Source: an optimization exercise on an open RTL-to-GDS flow (aim: small area). Production flows keep margins and buffers that such runs may drop.
Function was checked by simulation only, so behaviour that the tests miss may differ from the original.
No activity file was given, so power comes from the tool's default toggle rates.

## build 2
==> flow/design.v (excerpt) <==
module param_bus_datapath #(
  parameter  int DATA_W   = 32,
  parameter  int NREG     = 16,
  parameter  int ADDR_W   = 9,
  parameter  int MAX_WAIT = 15,
  localparam int SRC_W    = param_bus_datapath_pkg::src_w(NREG)
) (
  input  logic                clk,
  input  logic                clr,
  input  logic [SRC_W-1:0]    bus_src,
  input  logic [NREG-1:0]     reg_in,
  input  logic                hi_in,
  input  logic                lo_in,
  input  logic                pc_in,
  input  logic                ir_in,
  input  logic                y_in,
  input  logic                z_in,
  input  logic                mar_in,
  input  logic                mdr_in,
  input  logic                con_in,
  input  logic                out_in,
  input  logic                ba_mode,
  input  logic [DATA_W-1:0]   ext_bus,
  output logic [DATA_W-1:0]   alu_a,
  output logic [DATA_W-1:0]   alu_b,
  input  logic [2*DATA_W-1:0] alu_res,
  input  logic                mem_rd,
  input  logic                mem_wr,
  output logic                mem_req,
  output logic                mem_we,
  output logic [ADDR_W-1:0]   mem_addr,
  output logic [DATA_W-1:0]   mem_wdata,
  input  logic [DATA_W-1:0]   mem_rdata,
  input  logic                mem_ack,
  output logic                mem_busy,
  output logic                mem_done,
  output logic                mem_err,
  input  logic [DATA_W-1:0]   in_data,
  input  logic                in_strobe,
  output logic [DATA_W-1:0]   out_port,
  output logic [DATA_W-1:0]   ir_out,
  output logic                con_out
);
Size: ~3400 cells after synthesis.
Settings: LEC_CHECK=0, CAP_MARGIN=0, CORE_MARGIN=2, CORE_UTILIZATION=60, SETUP_SLACK_MARGIN=0.1, SLEW_MARGIN=0, SYNTH_HIERARCHICAL=1; clock period 5.0 ns.
standard.sh (not shown) runs the stock make flow with config.mk's settings and CLKGATE_MAP_FILE= SYNTH_SCRIPT=/design/flow/synth_recipe.tcl, a recipe that flattens the netlist after the stock synthesis.
==> flow/flow/run.sh <==
#!/bin/bash
# Own layout flow: the standard ORFS flow, with
#  - port buffers made from the smallest plain buffer instead of delay cells,
#  - clock tree built without dummy balancing loads, from mid-size buffers.
# Each ORFS step writes its full log under orfs/logs/; make's own output
# goes to flow_make.log here.
set -euo pipefail
bash standard.sh \
  BUFFER_PORTS_ARGS="-buffer_cell sky130_fd_sc_hd__buf_1" \
  CTS_ARGS="-sink_clustering_enable -repair_clock_nets -dont_use_dummy_load -buf_list sky130_fd_sc_hd__clkbuf_8 -sink_clustering_size 18 -sink_clustering_max_diameter 60" \
  finish > flow_make.log 2>&1
Looking at the reports, build 2 completed the entire flow and the layout it produced met the timing, design-rule and antenna checks.
Input changes introduced in build 96 (baseline for comparison: build 2):
Settings: a change of SLEW_MARGIN from 0 to 20; a change of CAP_MARGIN from 0 to 20.
--- outcome ---
Data arrival time at the worst-slack endpoint: build 2 vs build 96, no meaningful difference. Reported for build 96 and build 2, fraction of area in clock buffers and inverters turned out identical to the last digit. From build 2 to build 96, global-route wire length before repair did not move at all.
--- input diff build 96..build 6 ---
--- a/flow/flow/run.sh
+++ b/flow/flow/run.sh
@@ -10 +10 @@
-  CTS_ARGS="-sink_clustering_enable -repair_clock_nets -dont_use_dummy_load -buf_list sky130_fd_sc_hd__clkbuf_8 -sink_clustering_size 18 -sink_clustering_max_diameter 60" \
+  CTS_ARGS="-sink_clustering_enable -repair_clock_nets -dont_use_dummy_load -buf_list sky130_fd_sc_hd__clkbuf_8 -sink_clustering_size 20 -sink_clustering_max_diameter 60" \
Results
[diff] power, build 6 relative to build 96: improvement
Diff build 96..build 6 | die area | unchanged
Summary — worst setup slack, build 6 relative to build 96: higher, by 0.019 ns.
Compared with build 96, in build 6 sequential cell fraction of total power went up by 0.3 points, via total after detailed routing did not really move.
met4 as the top routing layer in use was reported by build 6, and met5 by build 96.
Between build 6 and build 96, the synthesis-to-layout area growth does not differ in any meaningful way.
Compared with build 96, build 6 shows a power density over the cells that is 2.0 mW/mm^2 lower.
Peak supply drop in build 6 is 0.0000052 V above build 96.
From build 96 to build 6 the numbers moved as follows: logic gate share of total power was more or less identical, violation count after the first detailed-routing iteration decreased 22, final area saw little to no change.

==> afterwards: timing with drivers on the ports <==
Ports are ideal in the flow. The routed layouts listed here were re-timed in OpenROAD.
Step 1 (the two cells are an assumption about what drives the block):
set clk [get_ports {clk}]
set_driving_cell -lib_cell sky130_fd_sc_hd__clkbuf_16 $clk
set_driving_cell -lib_cell sky130_fd_sc_hd__buf_2 [delete_from_list [all_inputs] $clk]
Step 2 adds t to the input delays and takes it off the output delays; t is the mean of the earliest and latest rising clock arrival at the registers after step 1. Input paths then give back, and output paths get back, about the clock's delay inside the block.
Slacks: ideal / step 1 / step 2; pairs: ideal / step 1.
run	t, ns	setup WS [ns]	hold slack, ns	worst setup path after step 2
build 2	0.762	0.362 / 0.341 / 0.341	0.331 / 0.296 / 0.466	input to output
build 96	0.762	0.362 / 0.341 / 0.341	0.331 / 0.296 / 0.466	input to output
build 6	0.756	0.381 / 0.356 / 0.356	0.330 / 0.300 / 0.461	input to output
After both steps every run listed still meets setup and hold. For build 6, which loses most, drivers alone change the setup slack by -0.025 ns; drivers and shift together by -0.025 ns.
